This design comes from an exercise in tuning for small area, a short achievable clock period and few clock cycles per item on the open sky130 flow, not from production work.
At most, simulation tests tie the RTL to the original design; equivalence was not proved.
Function not checked in runs 1, 4 and 5: the RTL went through the layout flow alone.

### design.v
package rlfe_pkg;
  localparam logic CMD_COLOR = 1'b0;
  localparam logic CMD_TICK  = 1'b1;
  localparam logic [7:0] FADE_INTERVAL_RESET = 8'd15;
  localparam int         NUM_CH              = 4;
endpackage
import rlfe_pkg::*;
module rgbw_linear_fade_engine #(
  parameter int LEVEL_BITS = 10
) (
  input  logic                  clk,
  input  logic                  rst,
  input  logic                  in_valid,
  output logic                  in_ready,
  input  logic                  cmd,
  input  logic [LEVEL_BITS-1:0] channel_0,
  input  logic [LEVEL_BITS-1:0] channel_1,
  input  logic [LEVEL_BITS-1:0] channel_2,
  input  logic [LEVEL_BITS-1:0] channel_3,
  input  logic                  fade_on,
  output logic                  out_valid,
  input  logic                  out_ready,
  output logic [LEVEL_BITS-1:0] drive_0,
  output logic [LEVEL_BITS-1:0] drive_1,
  output logic [LEVEL_BITS-1:0] drive_2,
  output logic [LEVEL_BITS-1:0] drive_3,
  output logic                  fade_done,
  input  logic                  cfg_valid,
  output logic                  cfg_ready,
  input  logic [7:0]            cfg_data
);
  localparam int LB = LEVEL_BITS;
  logic [7:0]    interval_q;
  logic [7:0]    tick_q;
  logic [LB-1:0] target_q [NUM_CH];
  logic [LB-1:0] mag_q    [NUM_CH];    
  logic          dir_q    [NUM_CH];    
  logic [LB:0]   d_q      [NUM_CH];    
  logic [LB-1:0] level_q  [NUM_CH];
  logic [LB-1:0] nc_q;                 
  logic          nd_q;
  logic [LB-1:0] rem_q;                
  logic          s1_q;                 
  logic          ini_q;                
  logic          fading_q;
  logic          out_valid_q;
  logic          done_q;
  logic          in_ready_q;
  logic          pcolor_q;             
  logic          pfade_q;
  logic          pstep_q;              
  logic          pdone_q;
  logic [1:0]    win_q;                
  logic          hit_q;                
  logic [LB-1:0] in_lv    [NUM_CH];
  logic [LB:0]   sum      [NUM_CH];
  logic [LB-1:0] lvl_step [NUM_CH];
  logic          zero     [NUM_CH];
  logic [LB:0]   key      [NUM_CH];
  logic [LB:0]   max01, max23, max_key;
  logic          same;
  assign in_lv[0] = channel_0;
  assign in_lv[1] = channel_1;
  assign in_lv[2] = channel_2;
  assign in_lv[3] = channel_3;
  assign cfg_ready = 1'b1;
  assign in_ready  = in_ready_q;
  assign out_valid = out_valid_q;
  assign fade_done = done_q;
  assign drive_0   = level_q[0];
  assign drive_1   = level_q[1];
  assign drive_2   = level_q[2];
  assign drive_3   = level_q[3];
  logic       accept, acc_color, acc_tick, out_free, step_acc;
  logic [7:0] tick_inc, interval_eff;
  logic       step_done, color_done;
  logic       app_color, app_step, app_step_now;
  logic       fading_next, pcolor_next, pstep_next, out_valid_next, stall_next;
  logic [1:0] win_next;
  assign accept    = in_valid & in_ready_q;
  assign acc_color = accept & (cmd == CMD_COLOR);
  assign acc_tick  = accept & (cmd == CMD_TICK);
  assign out_free  = ~out_valid_q | out_ready;
  assign interval_eff = (interval_q == 8'd0) ? 8'd1 : interval_q;
  assign tick_inc     = tick_q + 8'd1;
  assign step_acc     = acc_tick & fading_q & hit_q;
  assign step_done    = nd_q ? (rem_q == LB'(0)) : (rem_q == LB'(1));
  always_comb begin
    same = 1'b1;
    for (int c = 0; c < NUM_CH; c++)
      if (!zero[c]) same = 1'b0;
  end
  assign color_done = ~pfade_q | same;
  assign app_color    = pcolor_q & out_free;
  assign app_step_now = step_acc & out_free;
  assign app_step     = (step_acc | pstep_q) & out_free;
  assign pcolor_next    = acc_color | (pcolor_q & ~out_free);
  assign pstep_next     = (step_acc | pstep_q) & ~out_free;
  assign out_valid_next = (app_color | app_step) | (out_valid_q & ~out_ready);
  always_comb begin
    fading_next = fading_q;
    if (acc_color) fading_next = fade_on;
    else if (app_color) fading_next = ~color_done;
    else if (step_acc) fading_next = ~step_done;
  end
  logic [8:0] tick_p1, tick_p2;
  logic       h_same, h_inc, h_zero, hit_next, fading_cons;
  assign tick_p1  = {1'b0, tick_q} + 9'd1;
  assign tick_p2  = {1'b0, tick_q} + 9'd2;
  assign h_same   = tick_p1 >= {1'b0, interval_eff};
  assign h_inc    = tick_p2 >= {1'b0, interval_eff};
  assign h_zero   = interval_q <= 8'd1;
  always_comb begin
    if (acc_color) hit_next = h_zero;
    else if (acc_tick & fading_q) hit_next = hit_q ? h_zero : h_inc;
    else hit_next = h_same;
  end
  assign fading_cons = acc_color ? fade_on : app_color ? pfade_q : fading_next;
  assign win_next    = acc_color ? 2'd3 : app_color ? 2'd2 :
                       (win_q != 2'd0) ? win_q - 2'd1 : 2'd0;
  assign stall_next  = (win_next != 2'd0) & fading_cons & hit_next;
  always_comb begin
    for (int c = 0; c < NUM_CH; c++) begin
      logic          ge;
      logic [LB:0]   p, q, r, cs, cc;
      logic          cin;
      logic [LB-1:0] x;
      logic          run;
      ge = ~d_q[c][LB];
      p   = pcolor_q ? {1'b0, target_q[c]} : ini_q ? '0 : d_q[c];
      q   = {1'b0, mag_q[c]} ^ {(LB+1){pcolor_q}};
      r   = ((ini_q | ge) & ~pcolor_q) ? {1'b1, ~nc_q} : '0;
      cs  = p ^ q ^ r;
      cc  = {(p[LB-1:0] & q[LB-1:0]) | (p[LB-1:0] & r[LB-1:0]) | (q[LB-1:0] & r[LB-1:0]),
             pcolor_q | dir_q[c]};
      cin = (ini_q | ge) & ~pcolor_q & ~nd_q;
      sum[c]  = cs + cc + (LB+1)'(cin);
      zero[c] = sum[c] == '0;
      x   = level_q[c] ^ {LB{dir_q[c]}};
      run = ge;
      for (int b = 0; b < LB; b++) begin
        lvl_step[c][b] = level_q[c][b] ^ run;
        run = run & x[b];
      end
      key[c] = {mag_q[c], dir_q[c]};
    end
    max01   = (key[0] > key[1]) ? key[0] : key[1];
    max23   = (key[2] > key[3]) ? key[2] : key[3];
    max_key = (max01 > max23) ? max01 : max23;
  end
  always_ff @(posedge clk) begin
    if (rst) begin
      interval_q  <= FADE_INTERVAL_RESET;
      tick_q      <= '0;
      fading_q    <= 1'b0;
      out_valid_q <= 1'b0;
      in_ready_q  <= 1'b1;
      pcolor_q    <= 1'b0;
      pstep_q     <= 1'b0;
      win_q       <= '0;
      hit_q       <= 1'b0;
      for (int c = 0; c < NUM_CH; c++) target_q[c] <= '0;
    end else begin
      if (cfg_valid) interval_q <= cfg_data;
      fading_q <= fading_next;
      if (acc_color) tick_q <= '0;
      else if (acc_tick & fading_q) tick_q <= hit_q ? 8'd0 : tick_inc;
      hit_q <= hit_next;
      for (int c = 0; c < NUM_CH; c++)
        if (acc_color) target_q[c] <= in_lv[c];
      out_valid_q <= out_valid_next;
      pcolor_q    <= pcolor_next;
      pstep_q     <= pstep_next;
      win_q       <= win_next;
      in_ready_q  <= ~pstep_next & ~(pcolor_next & out_valid_next) & ~stall_next & ~cfg_valid;
    end
  end
  always_ff @(posedge clk) begin
    s1_q  <= app_color;
    ini_q <= s1_q;
    if (ini_q) rem_q <= nc_q;
    else if (step_acc) rem_q <= rem_q - LB'(1);
    if (acc_color) pfade_q <= fade_on;
    if (step_acc) pdone_q <= step_done;
    for (int c = 0; c < NUM_CH; c++) begin
      if (acc_color) mag_q[c] <= target_q[c];
      else if (app_color) mag_q[c] <= sum[c][LB-1:0] ^ {LB{sum[c][LB]}};
      if (app_color) dir_q[c] <= sum[c][LB];
      if (ini_q | app_step) d_q[c] <= sum[c];
      if (app_color) level_q[c] <= pfade_q ? mag_q[c] : target_q[c];
      else if (app_step) level_q[c] <= lvl_step[c];
    end
    if (app_color) done_q <= color_done;
    else if (app_step_now) done_q <= step_done;
    else if (app_step) done_q <= pdone_q;
    nc_q <= max_key[LB:1];
    nd_q <= max_key[0];
  end
endmodule
### constraint.sdc
create_clock -name core_clock -period 8.5 [get_ports {clk}]
set_input_delay 1.7000 -clock core_clock [delete_from_list [all_inputs] [get_ports {clk}]]
set_output_delay 1.7000 -clock core_clock [all_outputs]
set_load 0.01 [all_outputs]
### run.sh
#!/bin/bash
# synth_recipe.tcl (not shown) runs the flow's synth.tcl, then flattens the netlist and writes it again
# the make line also repeats each setting of config.mk as NAME=value (left out here)
make -C /OpenROAD-flow-scripts/flow DESIGN_CONFIG=/design/flow/config.mk WORK_HOME=/design/flow/orfs CLKGATE_MAP_FILE= SYNTH_SCRIPT=/design/flow/synth_recipe.tcl finish
### config.mk
export PLATFORM = sky130hd
export DESIGN_NAME = rgbw_linear_fade_engine
export DESIGN_NICKNAME = rgbw_linear_fade_engine
export VERILOG_FILES = /design/flow/design.v
export SDC_FILE = /design/flow/constraint.sdc
export NUM_CORES = 4
export LEC_CHECK = 0
export CAP_MARGIN = 20
export CORE_MARGIN = 2
export CORE_UTILIZATION = 40
export SETUP_SLACK_MARGIN = 5
export SLEW_MARGIN = 20
==> metrics.cfg, run 1 <==
[min_path]
min_path_cells=0
holdPathEnd=ini_q$_DFF_P_
hold_path_class=register to register
min_from=s1_q$_DFF_P_

[worst_setup_path]
r2r-end=done_q$_DFFE_PP_
rr_worst_depth=15
crit_arrival_ps=4440
required_ps=8900
crit_fanout=4
start_kind=register
ff2ff_setup_slack_ps=4460
worstReg2RegStart=ini_q$_DFF_P_
end_kind=register
crit_start=ini_q$_DFF_P_
setup.worst_path.class=register to register

[cts]
h-tree-depth=1
cts_buffers=25
clockBufferDepth=3
cts_sinks=218
cts.clk_slew.worst_paths_ps=60
cts_root_buf=clkbuf_16
cts_tree=yes
clock_latency_ps=540

[final_layout]
final_util_pct=51.5
finalNonFillerCells=2353
final_cell_mix=nand2_1 (200), edfxtp_1 (141), a21oi_1 (134), nor2_1 (130), clkdlybuf4s50_1 (94)
design_area_mm2=0.0195
layout.cells.most_common=nand2_1
n_antenna_cell=0
fin_nets=2016
syn2layout_area_growth_pct=26.4
drive_gt1_share_pct=15.9

[synthesis]
syn-num-nets=1871
yosysTopAreaCell=edfxtp_1
synth-seq-area-share_pct=37.5
syn_inst=1679
syn_avg_cell_area_um2=9.17
yosys.cell_types.count=62
yosys_most_used_dff=edfxtp_1
synth_edf_count=141
yosys_warnings=11
async_reset_ff_share_pct=0
ys_seq_elements=218
yosysTopAreaCellShare_pct=27.5
syn_area_mm2=0.0154
synth.area.top_cells=edfxtp_1 (28%), dfxtp_1 (10%), ha_1 (7.2%), fa_1 (6.2%), xnor2_1 (5.5%)

[detailed_routing]
finalWirelength_mm=51.2
vias_per_cell=5.61
drt_iter0_markers=1133
wl_per_cell_um=21.8
drcViolationCount=0
firstDrtPassIters=6
vias=13200
ant_nets=0

[sta]
period_needed_ps=4040
fin_crit_sh_pct=47.5
hold_violations=0
slew_headroom_pct=32.6
fmax_ghz=0.248
rsz0062_at_grt=yes
drv_slew=0
holdWs_ps=329
worst_slew_pin_slew_ps=1010
fin_setup_tns_ps=0
fin_skew_ps=10.4
finalSetupViolations=0

[place]
portBuffers=97
place_inst=2216
gp_congestion=0.918
placed_cell_area_mm2=0.0169
dpl.hpwl_mm=35.0

[die]
core_region_area_mm2=0.0378
die-area_mm2=0.0401
die_h_um=200
die_w_um=200
ios=99
fp-row-count=71
start_util_pct=40.8

[run]
maxCapViolCount=0

[status]
status=no timing/DRC/antenna violations

[global_route]
grt_usage_pct=25.1
grt_max_degree=67
grt_pass1_wl_mm=77.6
grt_overflow=0
grt_pass1_vias=12700
antenna_found_initial=0

==> flip-flops by register name, summed over array words and instances (netlist names), 2 cells and up <==
name / cells
d_q: 44
dir_q: 4
interval_q: 8
level_q: 40
mag_q: 40
nc_q: 10
rem_q: 10
target_q: 40
tick_q: 8
win_q: 2
==> worst max path at each step <==
stage | end | slack, ps
after floorplan | done_q$_DFFE_PP_ | 4700
after global placement | mag_q[0][1]$_DFFE_PP_ | 3500
after detailed placement | mag_q[0][1]$_DFFE_PP_ | 3290
after CTS | done_q$_DFFE_PP_ | 4500
after global routing | done_q$_DFFE_PP_ | 4370
final | done_q$_DFFE_PP_ | 4460
==> metrics by stage <==
step           worst slack, ps
2_1_floorplan             4700
3_3_place_gp              3500
3_5_place_dp              3290
4_1_cts                   4500
5_1_grt                   4370
6_report                  4460
==> cells in the mapped netlist, drive strengths merged (17+ instances only) <==
cell,count
nor2,133
fa,48
edfxtp,141
nor2b,30
a22o,21
nor3,27
mux2i,46
nand2,205
xnor2,96
clkbuf,69
nand2b,33
o21ai,104
a21oi,146
a211oi,23
inv,88
a22oi,30
a21o,22
ha,89
xor2,89
buf,17
dfxtp,77
==> area by class of cell <==
type                            count  area, um2
Fill cell                        3400      18300
Multi-Input combinational cell   1290       9890
Clock buffer                       41        757
Sequential cell                   218       5780
Inverter                           89        344
Timing Repair Buffer              200       2020
Tap cell                          511        639
Clock inverter                      4       22.5
==> critical path, cell delays in order (launching register included) <==
cell,delay [ps]
dfxtp_4,370
clkinvlp_4,140
buf_6,160
a21o_4,200
or2_4,230
fa_1,480
fa_2,370
fa_2,390
nor2b_4,170
o22ai_2,90
xnor2_2,150
or4_1,400
nor4_1,170
and4_1,210
and4_4,230
a31o_1,130
==> metal layers <==
metal  vias up  global-route usage (%)  part of all wire [%]
met2       602                    37.2                    43
li1       6155                       -                     -
met5         -                       0                     0
met1      6322                    35.1                    43
met4         0                    11.9                   5.1
met3       130                    4.82                   9.2
==> what timing repair did <==
action | CTS | global route
endpoints found under the setup margin | 263 | 84
hold buffers | 0 | 0
buffers inserted | 62 | 21
pin swaps | 44 | 43
gates cloned | 8 | 1
gates resized for setup | 109 | 83
==> cells by family after synthesis <==
logic type	Yosys count	synth area share (%)
AO/OA/AOI/OAI	403	15.8
XOR/XNOR	185	10.5
adder cells (fa/ha/maj)	137	13.5
buffers and inverters	175	4.36
flip-flops	218	37.5
multiplexers	48	3.14
other	1	0.0244
AND/OR/NAND/NOR	512	15.2
==> run 2, diff against run 1 <==
--- a/design.v
+++ b/design.v
@@ -56,5 +56,5 @@
   logic [LB:0]   sum      [NUM_CH];
   logic [LB-1:0] lvl_step [NUM_CH];
-  logic          zero     [NUM_CH];
+  logic          zero     [NUM_CH];    
   logic [LB:0]   key      [NUM_CH];
   logic [LB:0]   max01, max23, max_key;
@@ -136,5 +136,5 @@
       cin = (ini_q | ge) & ~pcolor_q & ~nd_q;
       sum[c]  = cs + cc + (LB+1)'(cin);
-      zero[c] = sum[c] == '0;
+      zero[c] = &cs[LB-1:0];    
       x   = level_q[c] ^ {LB{dir_q[c]}};
       run = ge;
==> run 2 against run 1 <==
First-iteration DRC count shrank 13%. Hold slack improved by 12 ps. Highest routed layer unchanged. Register-to-register slack better by 130 ps. Still clean on timing, DRC and antenna. Critical path depth is 3 higher. Global-route usage down 1.8 points. Clock skew up 12 ps. Setup slack better by 130 ps. Non-clock buffer count down 1.
==> metrics.cfg, run 2 <==
[global_route]
grt_pass1_wl_mm=70.0  ; -9.7%
grt_overflow=0  ; unchanged
grt_usage_pct=23.3  ; -1.8 points
grt_max_degree=62  ; -7.5%
antenna_found_initial=0  ; unchanged
grt_pass1_vias=11900  ; -6.8%

[cts]
cts_buffers=28  ; +12%
cts.clk_slew.worst_paths_ps=60  ; about the same
clockBufferDepth=3  ; unchanged
cts_sinks=218  ; unchanged
cts_root_buf=clkbuf_16
h-tree-depth=1  ; unchanged
cts_hold_buf=0  ; unchanged
clock_latency_ps=560  ; +20 ps
cts_tree=yes

[worst_setup_path]
path_depth=18  ; +3
start_kind=register
path_buf_inv=8  ; +6
r2r-end=dir_q[2]$_DFFE_PP_
endpoint=dir_q[2]$_DFFE_PP_
crit_start=pcolor_q$_SDFF_PP0_
required_ps=8820  ; -80 ps
ff2ff_setup_slack_ps=4590  ; +130 ps
setup.worst_path.class=register to register
worstReg2RegStart=pcolor_q$_SDFF_PP0_
crit_arrival_ps=4230  ; -210 ps
crit_path_max_incr_delay_ps=590  ; +110 ps
end_kind=register
critPathTopFamily=adder cells
cp_slowest_cell=fa_2
path_cells=buf_6, nor2_4, buf_12, buf_4, a22o_4, fa_2, fa_2, inv_2, fa_2, nor2b_4, o2111ai_2, a31oi_2, o41ai_2, xnor2_2, buf_4, buf_8, buf_4, buf_6
rr_worst_depth=18  ; +3
crit_fanout=5  ; +1

[synthesis]
synth_most_common_cell=nand2_1
yosys_warnings=11  ; unchanged
ys_top_cells_by_count=nand2_1 (202), edfxtp_1 (141), nor2_1 (123), a21oi_1 (115), xnor2_1 (107)
ys_seq_elements=218  ; unchanged
syn_inst=1567  ; -6.7%
syn_avg_cell_area_um2=9.65  ; +5.3%
syn_area_mm2=0.0151  ; -1.7%
async_reset_ff_share_pct=0  ; unchanged
yosys.cell_types.count=69  ; +11%
yosysTopAreaCellShare_pct=28.0  ; +0.49 points
synth_edf_count=141  ; unchanged
syn-num-nets=1759  ; -6.0%
yosysTopAreaCell=edfxtp_1
synth-seq-area-share_pct=38.2  ; +0.66 points
synth.area.top_cells=edfxtp_1 (28%), dfxtp_1 (10%), ha_1 (7.4%), fa_1 (6.4%), xnor2_1 (6.2%)
yosys_most_used_dff=edfxtp_1

[run]
maxCapViolCount=0  ; unchanged

[die]
ios=99  ; unchanged
fp-row-count=71  ; unchanged
die_w_um=198  ; -0.86%
die-area_mm2=0.0394  ; -1.7%
core_region_area_mm2=0.0375  ; -0.71%
die_h_um=198  ; -0.86%
start_util_pct=40.4  ; -0.42 points

[final_layout]
final_cell_mix=nand2_1 (200), edfxtp_1 (141), nor2_1 (118), a21oi_1 (106), clkdlybuf4s50_1 (96)
finalNonFillerCells=2258  ; -4.0%
drive_gt1_share_pct=18.3  ; +2.4 points
layout.cells.most_common=nand2_1
largest_register_ffs=44  ; unchanged
regMostFlops=d_q
syn2layout_area_growth_pct=27.3
fin_nets=1917  ; -4.9%
n_antenna_cell=0  ; unchanged

[place]
dpl.hpwl_mm=30.3  ; -13%
portBuffers=97  ; unchanged
gp_congestion=0.916  ; -0.22%
place_inst=2118  ; -4.4%

[detailed_routing]
wl_per_cell_um=20.1  ; -7.5%
vias=12100  ; -8.1%
finalWirelength_mm=45.5  ; -11%
vias_per_cell=5.38  ; -4.2%
firstDrtPassIters=5  ; -1
ant_nets=0  ; unchanged
drt_iter0_markers=984  ; -13%
drcViolationCount=0  ; unchanged

[sta]
period_needed_ps=3910  ; -127 ps
hold_violations=0  ; unchanged
worst_slew_pin_slew_ps=866  ; -145 ps
finalSetupViolations=0  ; unchanged
fin_crit_sh_pct=46.0  ; -1.5 points
drv_slew=0  ; unchanged
slew_headroom_pct=42.2  ; +9.7 points
fin_setup_tns_ps=0  ; unchanged
fin_skew_ps=22.5  ; +12.1 ps
rsz0062_at_grt=yes
fmax_ghz=0.256  ; +3.3%

[status]
status=no timing/DRC/antenna violations

[min_path]
min_from=s1_q$_DFF_P_
hold_path_class=register to register

==> run 2: timing repair <==
| item | in CTS | in global routing |
|---|---|---|
| endpoints found under the setup margin | 235 | 157 |
| gates cloned | 6 | 0 |
| buffers inserted | 72 | 10 |
| pin swaps | 54 | 23 |
| gates resized for setup | 87 | 46 |
==> run 2: layout make-up <==
class                           instances  area (um2)
Fill cell                            3398       18200
Multi-Input combinational cell       1188        9530
Sequential cell                       218        5780
Clock buffer                           36         793
Tap cell                              511         639
Inverter                               90         363
Timing Repair Buffer                  199        1970
Clock inverter                         16         176
==> run 2: worst min-delay path by stage <==
| stage | endpoint | slack [ps] | depth (start not counted) |
|---|---|---|---|
| after floorplan | ini_q$_DFF_P_ | 310 | 0 |
| after global placement | ini_q$_DFF_P_ | 310 | 0 |
| after detailed placement | ini_q$_DFF_P_ | 310 | 0 |
| after CTS | ini_q$_DFF_P_ | 340 | 0 |
| after global routing | ini_q$_DFF_P_ | 350 | 0 |
| final | ini_q$_DFF_P_ | 340 | 0 |
==> run 2: metrics by stage <==
stage | hold slack (ps) | util [%] | setup slack [ps] | instance area, um2
2_1_floorplan | 310 | - | 4630 | 15600
3_3_place_gp | 312 | 45.0 | 3240 | 16900
3_5_place_dp | 314 | 45.0 | 3150 | 16900
4_1_cts | 339 | 50.5 | 4640 | 18900
5_1_grt | 350 | 51.4 | 4490 | 19300
6_report | 340 | 51.4 | 4590 | 19300
==> run 2: logic make-up (layout without fill, tap and decap cells) <==
logic type,Yosys count,in the layout,synth area share (%)
fa+ha+maj,137,137,13.7
compound gates,331,331,13.9
flops,218,218,38.2
other cells,1,1,0.0248
buf+inv,163,341,4.25
mux,70,70,4.64
xor+xnor,191,191,11.6
simple gates,456,458,13.7
==> run 2: metal layers <==
metal | global-route usage, % | routed length (um) | vias to the layer above
met5 | 0 | 0 | -
met4 | 7.13 | 1170 | 0
met3 | 3.20 | 3010 | 70
met2 | 36.2 | 20200 | 390
met1 | 33.8 | 21100 | 5869
li1 | - | - | 5809
Testbench counts of run 2, summed over its fixed seeds: cycles 40,554, results 13,995.
==> run 3, diff against run 2 <==
--- a/config.mk
+++ b/config.mk
@@ -9,4 +9,5 @@
 export CORE_MARGIN = 2
 export CORE_UTILIZATION = 40
+export CTS_BUF_LIST = sky130_fd_sc_hd__clkbuf_4 sky130_fd_sc_hd__clkbuf_8
 export SETUP_SLACK_MARGIN = 5
 export SLEW_MARGIN = 20
==> run 3 against run 2 <==
Synthesized cell count unchanged. Via count up 1.4%. Cell count up 1.8%. Clock-buffer cell count up 32. Die area unchanged. Core utilization up 0.48 points. Hold slack worse by 19 ps. Clock skew up 5.8 ps. Largest cell class unchanged.
==> metrics.cfg, run 3 <==
[status]
status=no timing/DRC/antenna violations

[worst_setup_path]
crit_arrival_ps=4210  ; -20 ps
start_kind=register
path_cells=buf_6, nor2_4, buf_12, buf_12, buf_4, a22o_1, fa_1, inv_1, fa_2, nor2b_4, o2111ai_2, a31oi_2, o41ai_2, xnor2_2, buf_4, buf_8, xnor2_2, a21oi_2
required_ps=8800  ; -20 ps
crit_fanout=5  ; unchanged
cp_slowest_cell=fa_1
path_buf_inv=7  ; -1
end_kind=register
setup.worst_path.class=register to register
crit_path_max_incr_delay_ps=550  ; -40 ps
critPathTopFamily=adder cells

[die]
fp-row-count=71  ; unchanged
ios=99  ; unchanged
die_w_um=198  ; unchanged
start_util_pct=40.4  ; unchanged
core_region_area_mm2=0.0375  ; unchanged
die-area_mm2=0.0394  ; unchanged
die_h_um=198  ; unchanged

[synthesis]
syn-num-nets=1759  ; unchanged
yosys.cell_types.count=69  ; unchanged
syn_inst=1567  ; unchanged
synth_xor_area_share_pct=11.6  ; unchanged
yosysTopAreaCellShare_pct=28.0  ; unchanged
synth-simple-area-share_pct=13.7  ; unchanged
synth.area.top_cells=edfxtp_1 (28%), dfxtp_1 (10%), ha_1 (7.4%), fa_1 (6.4%), xnor2_1 (6.2%)
yosys_warnings=11  ; unchanged
synth_edf_count=141  ; unchanged
yosys_most_used_dff=edfxtp_1
synth_adder_area_share_pct=13.7  ; unchanged
yosysTopAreaCell=edfxtp_1
synth_top_family_by_area=compound AO/OA/AOI/OAI gates
ys_seq_elements=218  ; unchanged
syn_avg_cell_area_um2=9.65  ; unchanged
async_reset_ff_share_pct=0  ; unchanged
ys_top_cells_by_count=nand2_1 (202), edfxtp_1 (141), nor2_1 (123), a21oi_1 (115), xnor2_1 (107)
syn_area_mm2=0.0151  ; unchanged
synth-compound-area-share_pct=13.9  ; unchanged
synth_mux_area_share_pct=4.64  ; unchanged
synth_most_common_cell=nand2_1
synth-seq-area-share_pct=38.2  ; unchanged

[final_layout]
final_cell_mix=nand2_1 (200), edfxtp_1 (141), nor2_1 (118), a21oi_1 (106), clkdlybuf4s50_1 (96)
seq_area_mm2=0.00578  ; unchanged
drive_gt1_share_pct=20.6  ; +2.4 points
fillers=3407  ; +0.26%
regMostFlops=d_q
n_antenna_cell=0  ; unchanged
multi_input_area_mm2=0.00961  ; +0.89%
largest_register_ffs=44  ; unchanged
syn2layout_area_growth_pct=28.4
layout.cells.most_common=nand2_1
finalNonFillerCells=2299  ; +1.8%
fin_nets=1947  ; +1.6%

[detailed_routing]
ant_nets=0  ; unchanged
wl_met3_mm=3.34  ; +11%
wl_met1_mm=20.9  ; -0.78%
finalWirelength_mm=45.8  ; +0.80%
drt_iter0_markers=867  ; -12%
wl_per_cell_um=19.9  ; -1.0%
drcViolationCount=0  ; unchanged
dr_wl_met2_mm=20.2  ; -0.23%
vias_per_cell=5.35  ; -0.44%
vias=12300  ; +1.4%
firstDrtPassIters=7  ; +2
top_layer=met4

[sta]
slew_headroom_pct=42.9  ; +0.68 points
fmax_ghz=0.255  ; -0.25%
rsz0062_at_grt=yes
fin_setup_tns_ps=0  ; unchanged
worst_slack_ps=4580  ; -9.80 ps
fin_crit_sh_pct=46.1  ; +0.12 points
finalSetupViolations=0  ; unchanged
drv_slew=0  ; unchanged
worst_slew_pin_slew_ps=856  ; -10.2 ps
period_needed_ps=3920  ; +9.80 ps
fin_skew_ps=28.3  ; +5.77 ps
hold_violations=0  ; unchanged

[min_path]
hold_path_class=register to register

[run]
maxCapViolCount=0  ; unchanged

[place]
portBuffers=97  ; unchanged
dp_slack_ps=3150  ; unchanged
dpl.hpwl_mm=30.3  ; unchanged
place_inst=2118  ; unchanged
gp_congestion=0.916  ; unchanged

[cts]
cts_sinks=218  ; unchanged
cts_buffers=41  ; +46%
clockBufferDepth=3  ; unchanged
cts_tree=yes
cts_root_buf=clkbuf_8
clock_latency_ps=570  ; about the same
h-tree-depth=2  ; +1
cts.clk_slew.worst_paths_ps=60  ; about the same

[global_route]
grt_pass1_wl_mm=70.5  ; +0.61%
grt_usage_pct=23.5  ; +0.17 points
grt_max_degree=62  ; unchanged
antenna_found_initial=0  ; unchanged
grt_pass1_vias=12100  ; +1.9%
grt_overflow=0  ; unchanged

run 3: cell counts after synthesis:
Identical to the previous run, type by type.
run 3: what timing repair did:
| action | CTS | global route |
|---|---|---|
| endpoints found under the hold margin | 0 | 0 |
| hold buffers | 0 | 0 |
| gates resized for setup | 104 | 47 |
| pin swaps | 57 | 30 |
| cloned | 6 | 0 |
| setup endpoints to repair | 236 | 170 |
| setup buffers | 75 | 24 |
run 3: cells by family after synthesis:
logic type      after synthesis
fa+ha+maj                   137
other cells                   1
mux                          70
buf+inv                     163
xor+xnor                    191
flops                       218
simple gates                456
compound gates              331
run 3: worst paths after layout:
path / from / to / slack [ps] / cells past startpoint
max: pcolor_q$_SDFF_PP0_ / mag_q[2][7]$_DFFE_PP_ / 4580 / 18
min: s1_q$_DFF_P_ / ini_q$_DFF_P_ / 320 / 0
max reg2reg: pcolor_q$_SDFF_PP0_ / mag_q[2][7]$_DFFE_PP_ / 4580 / 18
min reg2reg: s1_q$_DFF_P_ / ini_q$_DFF_P_ / 320 / 0
run 3: cell type report:
type | instances | share of cell area (%)
repair buffers | 216 | 11.0
clock inverters | 8 | 0.187
well taps | 511 | 3.29
inverters | 90 | 1.87
flip-flops and latches | 218 | 29.8
clock buffers | 68 | 4.46
multi-input cells | 1188 | 49.5
run 3: worst reg2reg max path, cell delays in order (launching register included):
cell       delay, ps
dfxtp_4          410
buf_6            120
nor2_4            50
buf_12           140
buf_12           120
buf_4            140
a22o_1           220
fa_1             550
inv_1             90
fa_2             430
nor2b_4          140
o2111ai_2        160
a31oi_2          270
o41ai_2          110
xnor2_2          210
buf_4            180
buf_8            140
xnor2_2          120
a21oi_2           60
run 3: through the flow:
stage          hold slack [ps]  util, %  instance area (um2)
2_1_floorplan              310        -                15600
3_3_place_gp               312     45.0                16900
3_5_place_dp               314     45.0                16900
4_1_cts                    327     50.7                19000
5_1_grt                    341     51.8                19400
6_report                   322     51.8                19400
run 3: layer usage:
metal	vias up	track usage, %
met5	-	0
met4	0	8.82
li1	5898	-
met3	91	4.29
met2	419	35.8
met1	5896	33.3
==> run 4, diff against run 3 <==
--- a/design.v
+++ b/design.v
@@ -38,6 +38,6 @@
   logic [LB:0]   d_q      [NUM_CH];    
   logic [LB-1:0] level_q  [NUM_CH];
-  logic [LB-1:0] nc_q;                 
-  logic          nd_q;
+  logic [LB:0]   nneg_q;               
+  logic          nd_q;                 
   logic [LB-1:0] rem_q;                
   logic          s1_q;                 
@@ -124,16 +124,14 @@
       logic          ge;
       logic [LB:0]   p, q, r, cs, cc;
-      logic          cin;
       logic [LB-1:0] x;
       logic          run;
       ge = ~d_q[c][LB];
-      p   = pcolor_q ? {1'b0, target_q[c]} : ini_q ? '0 : d_q[c];
-      q   = {1'b0, mag_q[c]} ^ {(LB+1){pcolor_q}};
-      r   = ((ini_q | ge) & ~pcolor_q) ? {1'b1, ~nc_q} : '0;
+      p   = d_q[c];
+      q   = {pcolor_q, mag_q[c]};
+      r   = ((ini_q | ge) & ~pcolor_q) ? nneg_q : '0;
       cs  = p ^ q ^ r;
       cc  = {(p[LB-1:0] & q[LB-1:0]) | (p[LB-1:0] & r[LB-1:0]) | (q[LB-1:0] & r[LB-1:0]),
              pcolor_q | dir_q[c]};
-      cin = (ini_q | ge) & ~pcolor_q & ~nd_q;
-      sum[c]  = cs + cc + (LB+1)'(cin);
+      sum[c]  = cs + cc;
       zero[c] = &cs[LB-1:0];    
       x   = level_q[c] ^ {LB{dir_q[c]}};
@@ -179,14 +177,22 @@
     s1_q  <= app_color;
     ini_q <= s1_q;
-    if (ini_q) rem_q <= nc_q;
-    else if (step_acc) rem_q <= rem_q - LB'(1);
+    if (s1_q) begin
+      rem_q  <= max_key[LB:1];
+      nd_q   <= max_key[0];
+      nneg_q <= ~{1'b0, max_key[LB:1]};
+    end else begin
+      if (step_acc) rem_q <= rem_q - LB'(1);
+      if (ini_q) nneg_q <= nneg_q + {{LB{1'b0}}, ~nd_q};
+    end
     if (acc_color) pfade_q <= fade_on;
     if (step_acc) pdone_q <= step_done;
     for (int c = 0; c < NUM_CH; c++) begin
-      if (acc_color) mag_q[c] <= target_q[c];
+      if (acc_color) mag_q[c] <= ~target_q[c];
       else if (app_color) mag_q[c] <= sum[c][LB-1:0] ^ {LB{sum[c][LB]}};
       if (app_color) dir_q[c] <= sum[c][LB];
-      if (ini_q | app_step) d_q[c] <= sum[c];
-      if (app_color) level_q[c] <= pfade_q ? mag_q[c] : target_q[c];
+      if (acc_color) d_q[c] <= {1'b0, in_lv[c]};
+      else if (s1_q & ~pcolor_q) d_q[c] <= {{LB{1'b0}}, ~max_key[0]};
+      else if ((ini_q & ~pcolor_q) | app_step) d_q[c] <= sum[c];
+      if (app_color) level_q[c] <= pfade_q ? ~mag_q[c] : target_q[c];
       else if (app_step) level_q[c] <= lvl_step[c];
     end
@@ -194,6 +200,4 @@
     else if (app_step_now) done_q <= step_done;
     else if (app_step) done_q <= pdone_q;
-    nc_q <= max_key[LB:1];
-    nd_q <= max_key[0];
   end
 endmodule
--- a/config.mk
+++ b/config.mk
@@ -9,5 +9,4 @@
 export CORE_MARGIN = 2
 export CORE_UTILIZATION = 40
-export CTS_BUF_LIST = sky130_fd_sc_hd__clkbuf_4 sky130_fd_sc_hd__clkbuf_8
 export SETUP_SLACK_MARGIN = 5
 export SLEW_MARGIN = 20
==> run 4 against run 3 <==
Setup slack worse by 61 ps. Via count rose by 8.1%. Core utilization grew 1.9 points. Register-to-register slack got worse by 60 ps. Sequential share of layout area shrank 0.48 points. Critical path depth decreased by 3. Synthesized cell count rose by 4.9%. Die area decreased by 0.26%. First-iteration DRC count up 31%. Critical path type unchanged. Largest cell class unchanged.
==> metrics.cfg, run 4 <==
[sta]
finalSetupViolations=0  ; unchanged
fin_skew_ps=23.4  ; -4.80 ps
holdWs_ps=465  ; +143 ps
worst_slew_pin_slew_ps=1090  ; +235 ps
fin_setup_tns_ps=0  ; unchanged
worst_slack_ps=4520  ; -60.7 ps
hold_violations=0  ; unchanged
rsz0062_at_grt=yes
slew_headroom_pct=26.6  ; -16 points
fmax_ghz=0.251  ; -1.5%
drv_slew=0  ; unchanged
fin_crit_sh_pct=46.8  ; +0.71 points
period_needed_ps=3980  ; +60.7 ps

[detailed_routing]
wl_per_cell_um=21.4  ; +7.1%
drt_iter0_markers=1136  ; +31%
dr_wl_met2_mm=22.4  ; +11%
drcViolationCount=0  ; unchanged
vias=13300  ; +8.1%
wl_met3_mm=4.94  ; +48%
vias_per_cell=5.56  ; +3.9%
wl_met1_mm=21.9  ; +4.7%
ant_nets=0  ; unchanged
firstDrtPassIters=6  ; -1
finalWirelength_mm=51.1  ; +11%
top_layer=met4

[die]
fp-row-count=71  ; unchanged
start_util_pct=40.3  ; about the same
die_h_um=198  ; -0.13%
die_w_um=198  ; -0.13%
ios=99  ; unchanged
die-area_mm2=0.0393  ; -0.26%
core_region_area_mm2=0.0374  ; -0.24%

[worst_setup_path]
start_kind=register
required_ps=8900  ; +100 ps
worstReg2RegStart=mag_q[1][7]$_DFFE_PP_
crit_arrival_ps=4380  ; +170 ps
crit_fanout=6  ; +1
end_kind=register
ff2ff_setup_slack_ps=4520  ; -60 ps
crit_start=mag_q[1][7]$_DFFE_PP_
setup.worst_path.class=register to register

[status]
status=no timing/DRC/antenna violations

[synthesis]
synth_adder_area_share_pct=13.7  ; about the same
yosysTopAreaCellShare_pct=29.7  ; +1.7 points
ys_seq_elements=219  ; +0.46%
syn_inst=1644  ; +4.9%
synth_top_family_by_area=simple AND/OR/NAND/NOR gates
synth_edf_count=149  ; +5.7%
synth-compound-area-share_pct=13.9  ; -0.054 points
synth_most_common_cell=a21oi_1
synth.area.top_cells=edfxtp_1 (30%), dfxtp_1 (9.3%), ha_1 (7.9%), a21oi_1 (6.7%), fa_1 (5.8%)
syn_area_mm2=0.0151  ; -0.26%
yosys_warnings=11  ; unchanged
synth_mux_area_share_pct=2.44  ; -2.2 points
synth_xor_area_share_pct=9.34  ; -2.3 points
async_reset_ff_share_pct=0  ; unchanged
ys_top_cells_by_count=a21oi_1 (202), nand2_1 (201), nor2_1 (185), edfxtp_1 (149), ha_1 (95)
yosys_most_used_dff=edfxtp_1
yosysTopAreaCell=edfxtp_1
syn-num-nets=1838  ; +4.5%
yosys.cell_types.count=62  ; -10%
syn_avg_cell_area_um2=9.18  ; -4.9%
synth-simple-area-share_pct=17.7  ; +4.1 points
synth-seq-area-share_pct=38.9  ; +0.76 points

[place]
dp_slack_ps=3260  ; +107 ps
dpl.hpwl_mm=32.7  ; +8.0%
placed_cell_area_mm2=0.0166  ; -1.7%
portBuffers=97  ; unchanged
place_inst=2191  ; +3.4%
gp_congestion=0.956  ; +4.4%

[cts]
clockBufferDepth=3  ; unchanged
h-tree-depth=1  ; -1
cts_buffers=26  ; -37%
clock_latency_ps=550  ; -20 ps
cts_root_buf=clkbuf_16
cts_hold_buf=0  ; unchanged
cts.clk_slew.worst_paths_ps=60  ; about the same
cts_sinks=219  ; +0.46%
cts_tree=yes

[global_route]
grt_usage_pct=25.2  ; +1.7 points
grt_overflow=0  ; unchanged
antenna_found_initial=0  ; unchanged
grt_pass1_vias=12700  ; +5.4%
grt_pass1_wl_mm=75.4  ; +7.0%
grt_max_degree=90  ; +45%

[min_path]
hold_path_class=register to register
min_from=interval_q[0]$_SDFFE_PP1P_

[final_layout]
final_util_pct=53.7  ; +1.9 points
fin_nets=2055  ; +5.5%
drive_gt1_share_pct=21.4  ; +0.73 points
final_cell_mix=nand2_1 (199), a21oi_1 (193), nor2_1 (181), edfxtp_1 (149), buf_4 (110)
design_area_mm2=0.0201  ; +3.5%
largest_register_ffs=44  ; unchanged
finalNonFillerCells=2393  ; +4.1%
layout.cells.most_common=nand2_1
regMostFlops=d_q
fillers=3266  ; -4.1%
syn2layout_area_growth_pct=33.2

[run]
maxCapViolCount=0  ; unchanged

-- run 4: cell types whose count changed after synthesis, sizes merged, moves of 8 or more --
| cell | delta |
|---|---|
| a22oi | -11 |
| inv | -15 |
| a21oi | +85 |
| xnor2 | -22 |
| a22o | -26 |
| or2 | -9 |
| o21ai | -36 |
| nor2 | +62 |
| and2 | +46 |
| mux2i | -39 |
| nor3 | +12 |
| edfxtp | +8 |
| a221oi | +12 |
| o21a | +9 |
-- run 4: metal layers --
metal  vias up  GRT usage, %
met5         -             0
met4         0          8.49
li1       6230             -
met1      6365          36.3
met2       588          38.4
met3       123          3.83
-- run 4: area by class of cell --
type | count | area, um2 | share of cell area (%)
diodes | 1 | 2.50 | 0.0124
clock buffers | 35 | 716 | 3.56
clock inverters | 13 | 87.6 | 0.436
inverters | 72 | 292 | 1.45
multi-input cells | 1291 | 10000 | 49.9
flip-flops and latches | 219 | 5890 | 29.3
well taps | 511 | 639 | 3.18
repair buffers | 251 | 2440 | 12.2
-- run 4: repair_timing --
| item | 4_1_cts | 5_1_grt |
|---|---|---|
| buffers inserted | 73 | 62 |
| gates cloned | 13 | 5 |
| pin swaps | 68 | 72 |
| endpoints found under the setup margin | 278 | 198 |
| resized for setup | 154 | 129 |
-- run 4: cell families (layout without fill, tap and decap cells) --
| family | after synthesis | in the layout |
|---|---|---|
| buffers and inverters | 147 | 371 |
| XOR/XNOR | 160 | 161 |
| other | 1 | 2 |
| adder cells (fa/ha/maj) | 139 | 139 |
| AO/OA/AOI/OAI | 357 | 359 |
| AND/OR/NAND/NOR | 585 | 595 |
| flip-flops | 219 | 219 |
| multiplexers | 36 | 36 |
-- run 4: final timing paths --
check / endpoint / cells after the start
min: interval_q[0]$_SDFFE_PP1P_ / 2
min reg2reg: interval_q[0]$_SDFFE_PP1P_ / 2
max reg2reg: d_q[0][0]$_DFFE_PP_ / 15
max: d_q[0][0]$_DFFE_PP_ / 15
-- run 4: worst max-delay path: stages (launching register included) --
cell and delay (ps):
edfxtp_1 540, inv_1 80, ha_1 320, o21a_1 210, o21ai_1 290, a221oi_4 140, buf_6 160, buf_6 130
o21ai_2 320, ha_1 210, and3_2 250, o221ai_1 120, o21a_2 260, a21o_4 230, nand4b_1 370, nand4_1 200
==> run 5, diff against run 4 <==
--- a/config.mk
+++ b/config.mk
@@ -9,4 +9,4 @@
 export CORE_MARGIN = 2
 export CORE_UTILIZATION = 40
-export SETUP_SLACK_MARGIN = 5
+export SETUP_SLACK_MARGIN = 4
 export SLEW_MARGIN = 20
==> run 5 against run 4 <==
Global-route usage down 1.7 points. Clock skew down 12 ps. Hold slack better by 13 ps. Synthesized area unchanged. Die area unchanged. Largest cell class unchanged. Highest routed layer unchanged.
==> metrics.cfg, run 5 <==
[final_layout]
final_cell_mix=nand2_1 (199), a21oi_1 (198), nor2_1 (183), edfxtp_1 (149), clkdlybuf4s50_1 (96)
largest_register_ffs=44  ; unchanged
drive_gt1_share_pct=7.02  ; -14 points
fin_nets=1927  ; -6.2%
syn2layout_area_growth_pct=17.6
layout.cells.most_common=nand2_1
fillers=3607  ; +10%
regMostFlops=d_q

[global_route]
grt_pass1_wl_mm=70.2  ; -6.8%
grt_overflow=0  ; unchanged
antenna_found_initial=1  ; +1
grt_usage_pct=23.5  ; -1.7 points
grt_pass1_vias=12100  ; -5.4%
grt_max_degree=89  ; -1.1%

[worst_setup_path]
start_kind=register
required_ps=8770  ; -130 ps
end_kind=register
setup.worst_path.class=register to register
crit_path_max_incr_delay_ps=610  ; +70 ps
critPathTopFamily=compound AO/OA/AOI/OAI gates
path_cells=a21oi_4, and2_1, fa_1, ha_1, fa_1, a21o_1, a221o_1, a31o_1, a21oi_2, xnor2_2, buf_4, xor2_1, nand2_1, o21ai_0
crit_arrival_ps=4600  ; +220 ps
cpMostUsedCell=fa_1
path_buf_inv=1  ; -2
crit_fanout=10  ; +4
cp_slowest_cell=dfxtp_1

[sta]
rsz0062_at_grt=yes
worst_slew_pin_slew_ps=1080  ; -10.1 ps
fin_crit_sh_pct=50.9  ; +4.1 points
fin_setup_tns_ps=0  ; unchanged
worst_slack_ps=4170  ; -347 ps
hold_violations=0  ; unchanged
drv_slew=0  ; unchanged
fmax_ghz=0.231  ; -8.0%
period_needed_ps=4330  ; +347 ps
finalSetupViolations=0  ; unchanged
fin_skew_ps=11.0  ; -12.5 ps
slew_headroom_pct=27.3  ; +0.68 points

[synthesis]
ys_seq_elements=219  ; unchanged
async_reset_ff_share_pct=0  ; unchanged
syn_area_mm2=0.0151  ; unchanged
yosysTopAreaCellShare_pct=29.7  ; unchanged
syn_inst=1644  ; unchanged
synth.area.top_cells=edfxtp_1 (30%), dfxtp_1 (9.3%), ha_1 (7.9%), a21oi_1 (6.7%), fa_1 (5.8%)
yosys.cell_types.count=62  ; unchanged
yosysTopAreaCell=edfxtp_1
synth_most_common_cell=a21oi_1
yosys_warnings=11  ; unchanged
ys_top_cells_by_count=a21oi_1 (202), nand2_1 (201), nor2_1 (185), edfxtp_1 (149), ha_1 (95)
syn_avg_cell_area_um2=9.18  ; unchanged
yosys_most_used_dff=edfxtp_1
synth-seq-area-share_pct=38.9  ; unchanged
syn-num-nets=1838  ; unchanged
synth_edf_count=149  ; unchanged

[die]
die_h_um=198  ; unchanged
ios=99  ; unchanged
core_region_area_mm2=0.0374  ; unchanged
die_w_um=198  ; unchanged
die-area_mm2=0.0393  ; unchanged
start_util_pct=40.3  ; unchanged
fp-row-count=71  ; unchanged

[place]
dp_slack_ps=3020  ; -234 ps
dpl.hpwl_mm=33.0  ; +0.95%
portBuffers=97  ; unchanged
gp_congestion=0.912  ; -4.7%

[cts]
clock_latency_ps=550  ; about the same
cts.clk_slew.worst_paths_ps=60  ; about the same
clockBufferDepth=3  ; unchanged
cts_tree=yes
h-tree-depth=1  ; unchanged
cts_sinks=219  ; unchanged
cts_root_buf=clkbuf_16
cts_buffers=26  ; unchanged

[run]
maxCapViolCount=0  ; unchanged

[detailed_routing]
finalWirelength_mm=45.7  ; -11%
vias=12300  ; -7.5%
wl_per_cell_um=20.2  ; -5.6%
drt_iter0_markers=1057  ; -7.0%
firstDrtPassIters=5  ; -1
vias_per_cell=5.43  ; -2.3%
ant_nets=0  ; unchanged
drcViolationCount=0  ; unchanged

[min_path]
hold_path_class=register to register

[status]
status=no timing/DRC/antenna violations

run 5: final cells by class:
cell class	count	area, um2	area share [%]
Antenna cell	1	2.50	0.0141
Clock buffer	38	772	4.35
Clock inverter	10	133	0.747
Inverter	72	275	1.55
Multi-Input combinational cell	1279	8780	49.5
Sequential cell	219	5880	33.1
Tap cell	511	639	3.60
Timing Repair Buffer	135	1270	7.14
run 5: repair_timing:
| item | in CTS | in global routing |
|---|---|---|
| hold buffers | 0 | 0 |
| gates resized for setup | 16 | 14 |
| gates cloned | 1 | 0 |
| buffers inserted | 5 | 19 |
| endpoints found under the setup margin | 114 | 74 |
| pin swaps | 2 | 3 |
run 5: layer usage:
metal / up-vias / GRT usage, % / share of wire, %
met2: 409 / 35.9 / 44
met4: 0 / 7.69 / 2.8
li1: 5937 / - / -
met1: 5890 / 33.4 / 45
met3: 69 / 4.53 / 8.1
met5: - / 0 / 0
run 5: cell families after synthesis:
logic type / Yosys count / synth area share [%]
xor+xnor: 160 / 9.34
flops: 219 / 38.9
other cells: 1 / 0.0249
mux: 36 / 2.44
simple gates: 585 / 17.7
compound gates: 357 / 13.9
fa+ha+maj: 139 / 13.7
buf+inv: 147 / 3.92
run 5: path summary, 6_finish.rpt:
check | from | to | slack (ps) | depth (start not counted)
hold / removal | target_q[3][7]$_SDFFE_PP0P_ | target_q[3][7]$_SDFFE_PP0P_ | 480 | 2
setup / recovery | d_q[2][10]$_SDFFE_PP0P_ | mag_q[2][7]$_DFFE_PP_ | 4170 | 14
hold reg to reg | target_q[3][7]$_SDFFE_PP0P_ | target_q[3][7]$_SDFFE_PP0P_ | 480 | 2
setup reg to reg | d_q[2][10]$_SDFFE_PP0P_ | mag_q[2][7]$_DFFE_PP_ | 4170 | 14
run 5: tightest hold or removal path, stage by stage (launching register included):
cell and delay [ps]:
dfxtp_1 320, nand2_1 60, a21oi_1 50
run 5: stage by stage:
stage          instances  area, um2  utilization [%]  hold slack, ps
6_report            2265      17700             47.4             478
5_1_grt             2264      17700             47.4             493
4_1_cts             2245      17500             46.9             476
3_5_place_dp        2191      16500             44.1             466
3_3_place_gp        2191      16500             44.1             455
2_1_floorplan       1644      15100                -             355
==> run 6, diff against run 5 <==
--- a/design.v
+++ b/design.v
@@ -38,8 +38,8 @@
   logic [LB:0]   d_q      [NUM_CH];    
   logic [LB-1:0] level_q  [NUM_CH];
-  logic [LB:0]   nneg_q;               
-  logic          nd_q;                 
+  logic [LB-1:0] n_q;                  
   logic [LB-1:0] rem_q;                
   logic          s1_q;                 
+  logic          s2_q;                 
   logic          ini_q;                
   logic          fading_q;
@@ -51,5 +51,5 @@
   logic          pstep_q;              
   logic          pdone_q;
-  logic [1:0]    win_q;                
+  logic [2:0]    win_q;                
   logic          hit_q;                
   logic [LB-1:0] in_lv    [NUM_CH];
@@ -57,6 +57,5 @@
   logic [LB-1:0] lvl_step [NUM_CH];
   logic          zero     [NUM_CH];    
-  logic [LB:0]   key      [NUM_CH];
-  logic [LB:0]   max01, max23, max_key;
+  logic [LB-1:0] max01, max23, max_mag;
   logic          same;
   assign in_lv[0] = channel_0;
@@ -77,5 +76,5 @@
   logic       app_color, app_step, app_step_now;
   logic       fading_next, pcolor_next, pstep_next, out_valid_next, stall_next;
-  logic [1:0] win_next;
+  logic [2:0] win_next;
   assign accept    = in_valid & in_ready_q;
   assign acc_color = accept & (cmd == CMD_COLOR);
@@ -85,5 +84,5 @@
   assign tick_inc     = tick_q + 8'd1;
   assign step_acc     = acc_tick & fading_q & hit_q;
-  assign step_done    = nd_q ? (rem_q == LB'(0)) : (rem_q == LB'(1));
+  assign step_done    = rem_q == LB'(1);
   always_comb begin
     same = 1'b1;
@@ -117,20 +116,25 @@
   end
   assign fading_cons = acc_color ? fade_on : app_color ? pfade_q : fading_next;
-  assign win_next    = acc_color ? 2'd3 : app_color ? 2'd2 :
-                       (win_q != 2'd0) ? win_q - 2'd1 : 2'd0;
-  assign stall_next  = (win_next != 2'd0) & fading_cons & hit_next;
+  assign win_next    = acc_color ? 3'd4 : app_color ? 3'd3 :
+                       (win_q != 3'd0) ? win_q - 3'd1 : 3'd0;
+  assign stall_next  = (win_next != 3'd0) & fading_cons & hit_next;
+  logic s1m, inim;
+  assign s1m  = s1_q & ~pcolor_q;
+  assign inim = ini_q & ~pcolor_q & ~s1_q;
   always_comb begin
     for (int c = 0; c < NUM_CH; c++) begin
-      logic          ge;
+      logic          ge, sel, x_s1;
       logic [LB:0]   p, q, r, cs, cc;
       logic [LB-1:0] x;
       logic          run;
-      ge = ~d_q[c][LB];
+      ge   = ~d_q[c][LB];
+      sel  = (inim | ge) & ~pcolor_q & ~s1_q;
+      x_s1 = s1m & dir_q[c];
       p   = d_q[c];
-      q   = {pcolor_q, mag_q[c]};
-      r   = ((ini_q | ge) & ~pcolor_q) ? nneg_q : '0;
+      q   = {pcolor_q, mag_q[c] ^ {LB{x_s1}}};
+      r   = sel ? {1'b1, ~n_q} : '0;
       cs  = p ^ q ^ r;
       cc  = {(p[LB-1:0] & q[LB-1:0]) | (p[LB-1:0] & r[LB-1:0]) | (q[LB-1:0] & r[LB-1:0]),
-             pcolor_q | dir_q[c]};
+             pcolor_q | x_s1 | sel};
       sum[c]  = cs + cc;
       zero[c] = &cs[LB-1:0];    
@@ -141,9 +145,8 @@
         run = run & x[b];
       end
-      key[c] = {mag_q[c], dir_q[c]};
     end
-    max01   = (key[0] > key[1]) ? key[0] : key[1];
-    max23   = (key[2] > key[3]) ? key[2] : key[3];
-    max_key = (max01 > max23) ? max01 : max23;
+    max01   = (mag_q[0] > mag_q[1]) ? mag_q[0] : mag_q[1];
+    max23   = (mag_q[2] > mag_q[3]) ? mag_q[2] : mag_q[3];
+    max_mag = (max01 > max23) ? max01 : max23;
   end
   always_ff @(posedge clk) begin
@@ -176,22 +179,18 @@
   always_ff @(posedge clk) begin
     s1_q  <= app_color;
-    ini_q <= s1_q;
-    if (s1_q) begin
-      rem_q  <= max_key[LB:1];
-      nd_q   <= max_key[0];
-      nneg_q <= ~{1'b0, max_key[LB:1]};
-    end else begin
-      if (step_acc) rem_q <= rem_q - LB'(1);
-      if (ini_q) nneg_q <= nneg_q + {{LB{1'b0}}, ~nd_q};
-    end
+    s2_q  <= s1_q & ~app_color;
+    ini_q <= s2_q & ~app_color;
+    n_q   <= max_mag;
+    if (inim) rem_q <= n_q;
+    else if (step_acc) rem_q <= rem_q - LB'(1);
     if (acc_color) pfade_q <= fade_on;
     if (step_acc) pdone_q <= step_done;
     for (int c = 0; c < NUM_CH; c++) begin
       if (acc_color) mag_q[c] <= ~target_q[c];
-      else if (app_color) mag_q[c] <= sum[c][LB-1:0] ^ {LB{sum[c][LB]}};
+      else if (app_color | s1m) mag_q[c] <= sum[c][LB-1:0];
       if (app_color) dir_q[c] <= sum[c][LB];
       if (acc_color) d_q[c] <= {1'b0, in_lv[c]};
-      else if (s1_q & ~pcolor_q) d_q[c] <= {{LB{1'b0}}, ~max_key[0]};
-      else if ((ini_q & ~pcolor_q) | app_step) d_q[c] <= sum[c];
+      else if (app_color) d_q[c] <= '0;
+      else if (inim | app_step) d_q[c] <= sum[c];
       if (app_color) level_q[c] <= pfade_q ? ~mag_q[c] : target_q[c];
       else if (app_step) level_q[c] <= lvl_step[c];
--- a/config.mk
+++ b/config.mk
@@ -8,5 +8,5 @@
 export CAP_MARGIN = 20
 export CORE_MARGIN = 2
-export CORE_UTILIZATION = 40
-export SETUP_SLACK_MARGIN = 4
+export CORE_UTILIZATION = 65
+export SETUP_SLACK_MARGIN = 5
 export SLEW_MARGIN = 20
==> run 6 against run 5 <==
Via count increased by 9.0%. Non-clock buffer count is 34 higher. First-iteration DRC count grew 47%. Clock-buffer cell count down 5. Synthesized cell count rose by 4.0%. Hold slack got worse by 6.7 ps. Register-to-register slack better by 610 ps. Critical endpoint is now n_q[5]$_DFF_P_. Largest cell class unchanged.
==> metrics.cfg, run 6 <==
[worst_setup_path]
crit_path_max_incr_delay_ps=440  ; -170 ps
crit_arrival_ps=4160  ; -440 ps
cpMostUsedCell=ha_1
start_kind=register
critPathTopFamily=simple AND/OR/NAND/NOR gates
setup.worst_path.class=register to register
crit_fanout=5  ; -5
end_kind=register
cp_slowest_cell=edfxtp_1
required_ps=8940  ; +170 ps
path_cells=inv_2, ha_1, and3_1, o21ai_2, a31oi_2, o2bb2ai_4, buf_8, mux2i_4, inv_1, ha_1, nand4_1, nor3_2, or3_4, o22ai_4, buf_6, mux2i_1
path_buf_inv=4  ; +3

[sta]
fmax_ghz=0.269  ; +16%
holdWs_ps=471  ; -6.66 ps
fin_skew_ps=17.5  ; +6.57 ps
slew_headroom_pct=37.5  ; +10 points
drv_slew=0  ; unchanged
fin_setup_tns_ps=0  ; unchanged
fin_crit_sh_pct=43.7  ; -7.2 points
finalSetupViolations=0  ; unchanged
hold_violations=0  ; unchanged
period_needed_ps=3720  ; -611 ps
rsz0062_at_grt=yes
worst_slew_pin_slew_ps=937  ; -144 ps

[cts]
cts_hold_buf=0  ; unchanged
clock_latency_ps=540  ; about the same
cts_buffers=25  ; -3.8%
h-tree-depth=1  ; unchanged
cts_sinks=219  ; unchanged
clockBufferDepth=3  ; unchanged
cts.clk_slew.worst_paths_ps=60  ; about the same
cts_root_buf=clkbuf_16
cts_tree=yes

[synthesis]
ys_seq_elements=219  ; unchanged
yosys.cell_types.count=57  ; -8.1%
yosys_most_used_dff=edfxtp_1
synth-compound-area-share_pct=13.0  ; -0.91 points
synth-seq-area-share_pct=37.9  ; -1.1 points
yosysTopAreaCellShare_pct=27.1  ; -2.6 points
syn-num-nets=1901  ; +3.4%
synth_edf_count=137  ; -8.1%
ys_top_cells_by_count=nand2_1 (188), inv_1 (186), a21oi_1 (166), nor2_1 (161), edfxtp_1 (137)
synth-simple-area-share_pct=16.5  ; -1.2 points
synth_most_common_cell=nand2_1
syn_avg_cell_area_um2=8.88  ; -3.2%
async_reset_ff_share_pct=0  ; unchanged
syn_area_mm2=0.0152  ; +0.68%
synth_adder_area_share_pct=13.4  ; -0.27 points
synth_xor_area_share_pct=8.65  ; -0.69 points
yosysTopAreaCell=edfxtp_1
yosys_warnings=10  ; -1
synth.area.top_cells=edfxtp_1 (27%), dfxtp_1 (11%), ha_1 (7.6%), fa_1 (5.8%), a21oi_1 (5.5%)
synth_top_family_by_area=simple AND/OR/NAND/NOR gates
syn_inst=1710  ; +4.0%
synth_mux_area_share_pct=4.02  ; +1.6 points

[detailed_routing]
drt_iter0_markers=1554  ; +47%
vias_per_cell=6.17  ; +14%
finalWirelength_mm=46.1  ; +0.99%
ant_nets=0  ; unchanged
drcViolationCount=0  ; unchanged
vias=13400  ; +9.0%
firstDrtPassIters=5  ; unchanged
wl_per_cell_um=21.2  ; +5.3%

[place]
dpl.hpwl_mm=29.0  ; -12%
place_inst=2061  ; -5.9%
placed_cell_area_mm2=0.0164  ; -0.72%
gp_congestion=0.957  ; +5.0%
portBuffers=97  ; unchanged

[final_layout]
multi_input_area_mm2=0.00927  ; +5.6%
fillers=1456  ; -60%
regMostFlops=d_q
final_util_pct=81.2  ; +34 points
largest_register_ffs=44  ; unchanged
final_cell_mix=inv_1 (182), nand2_1 (181), a21oi_1 (160), nor2_1 (157), edfxtp_1 (137)
drive_gt1_share_pct=14.1  ; +7.1 points
design_area_mm2=0.0185  ; +4.3%
layout.cells.most_common=inv_1
finalNonFillerCells=2173  ; -4.1%
syn2layout_area_growth_pct=21.8
seq_area_mm2=0.00577  ; -1.9%
fin_nets=2032  ; +5.4%

[die]
die_w_um=157  ; -21%
core_region_area_mm2=0.0228  ; -39%
die_h_um=157  ; -21%
die-area_mm2=0.0246  ; -37%
fp-row-count=55  ; -23%
ios=99  ; unchanged
start_util_pct=66.7  ; +26 points

[global_route]
antenna_found_initial=2  ; +1
grt_pass1_wl_mm=65.2  ; -7.1%
grt_overflow=0  ; unchanged
grt_max_degree=84  ; -5.6%
grt_pass1_vias=12300  ; +2.0%
grt_usage_pct=34.4  ; +11 points

[run]
maxCapViolCount=0  ; unchanged

[min_path]
hold_path_class=register to register

[status]
status=no timing/DRC/antenna violations

-- run 6: cell count changes after synthesis, sizes merged, moves of 13 or more --
cell,delta
inv,+114
o21ai,+43
and2,-40
or2,+35
a21oi,-33
mux2i,+31
nor2,-24
xnor2,-16
nand4,-15
nand2,-13
-- run 6: cells by family after synthesis --
family / Yosys count
adders and majority gates: 137
and+or+nand+nor: 537
muxes: 61
other: 1
AOI/OAI and AO/OA: 346
DFF: 219
xor gates and xnor gates: 150
buffers and inverters: 259
-- run 6: per-layer routing --
metal,routed length (um),GRT usage [%],vias to the layer above
li1,-,-,6076
met1,17700,48.2,6342
met2,20900,55.2,827
met3,5460,6.09,162
met4,2030,9.70,0
met5,0,0,-
-- run 6: final timing paths --
| check | startpoint | end | slack (ps) | cells after the start |
|---|---|---|---|---|
| max | mag_q[1][3]$_DFFE_PP_ | n_q[5]$_DFF_P_ | 4780 | 16 |
| min reg2reg | interval_q[0]$_SDFFE_PP1P_ | interval_q[0]$_SDFFE_PP1P_ | 470 | 2 |
| max reg2reg | mag_q[1][3]$_DFFE_PP_ | n_q[5]$_DFF_P_ | 4780 | 16 |
| min | interval_q[0]$_SDFFE_PP1P_ | interval_q[0]$_SDFFE_PP1P_ | 470 | 2 |
-- run 6: final cells by class --
class                           count  area share, %
Tap cell                          313           2.12
Antenna cell                        1         0.0135
Clock buffer                       33           3.60
Sequential cell                   219           31.2
Inverter                          187           3.79
Multi-Input combinational cell   1239           50.1
Clock inverter                     12          0.582
Timing Repair Buffer              169           8.63
-- run 6: worst register-to-register path, stage by stage, from the launching register on --
cell and delay, ps:
edfxtp_1 440, inv_2 70, ha_1 330, and3_1 200, o21ai_2 120, a31oi_2 130
o2bb2ai_4 290, buf_8 200, mux2i_4 260, inv_1 80, ha_1 310, nand4_1 160
nor3_2 90, or3_4 350, o22ai_4 190, buf_6 160, mux2i_1 250
-- run 6: timing repair --
action                                  CTS  global route
setup buffers                            20            38
cloned                                    4             4
resized for setup                        67           104
endpoints found under the setup margin  213            92
pin swaps                                14            33
hold endpoints to repair                  0             0
-- run 6: per-stage QoR --
step                setup WS (ps)
finish                       4780
global route                 4740
CTS                          4960
detailed placement           3580
global placement             3700
floorplan                    5020
Testbench counts of run 6, summed over its fixed seeds: cycles 41,136, results 13,995.

-- afterwards: timing with drivers on the ports --
No port has a modelled driver above. Below, the same layouts with a new extraction and two added sets of constraints. Step 1: set_driving_cell puts a clkbuf_16 on clk and a buf_2 on each other input, an assumption about the parent block. Step 2 times the ports against the registers' clock, not the clock port: input delays grow and output delays shrink by t, the midpoint of the rising clock arrivals with the driver on. a / b / c = ideal ports / drivers / drivers and shift; a / b = the first two.
| run | t (ns) | setup slack, ns | latest minus earliest clock arrival (ns) |
|---|---|---|---|
| run 1 | 0.587 | 4.464 / 4.464 / 4.464 | 0.010 / 0.011 |
| run 2 | 0.604 | 4.591 / 4.591 / 4.589 | 0.022 / 0.022 |
| run 3 | 0.601 | 4.582 / 4.582 / 4.416 | 0.028 / 0.029 |
| run 4 | 0.586 | 4.521 / 4.521 / 4.451 | 0.024 / 0.024 |
| run 5 | 0.597 | 4.174 / 4.174 / 3.779 | 0.011 / 0.011 |
| run 6 | 0.585 | 4.784 / 4.784 / 4.506 | 0.019 / 0.019 |
After both steps every run listed still meets setup and hold. The setup slack of run 5, which loses most, moves by 0.000 ns with the drivers and by -0.395 ns with both steps.
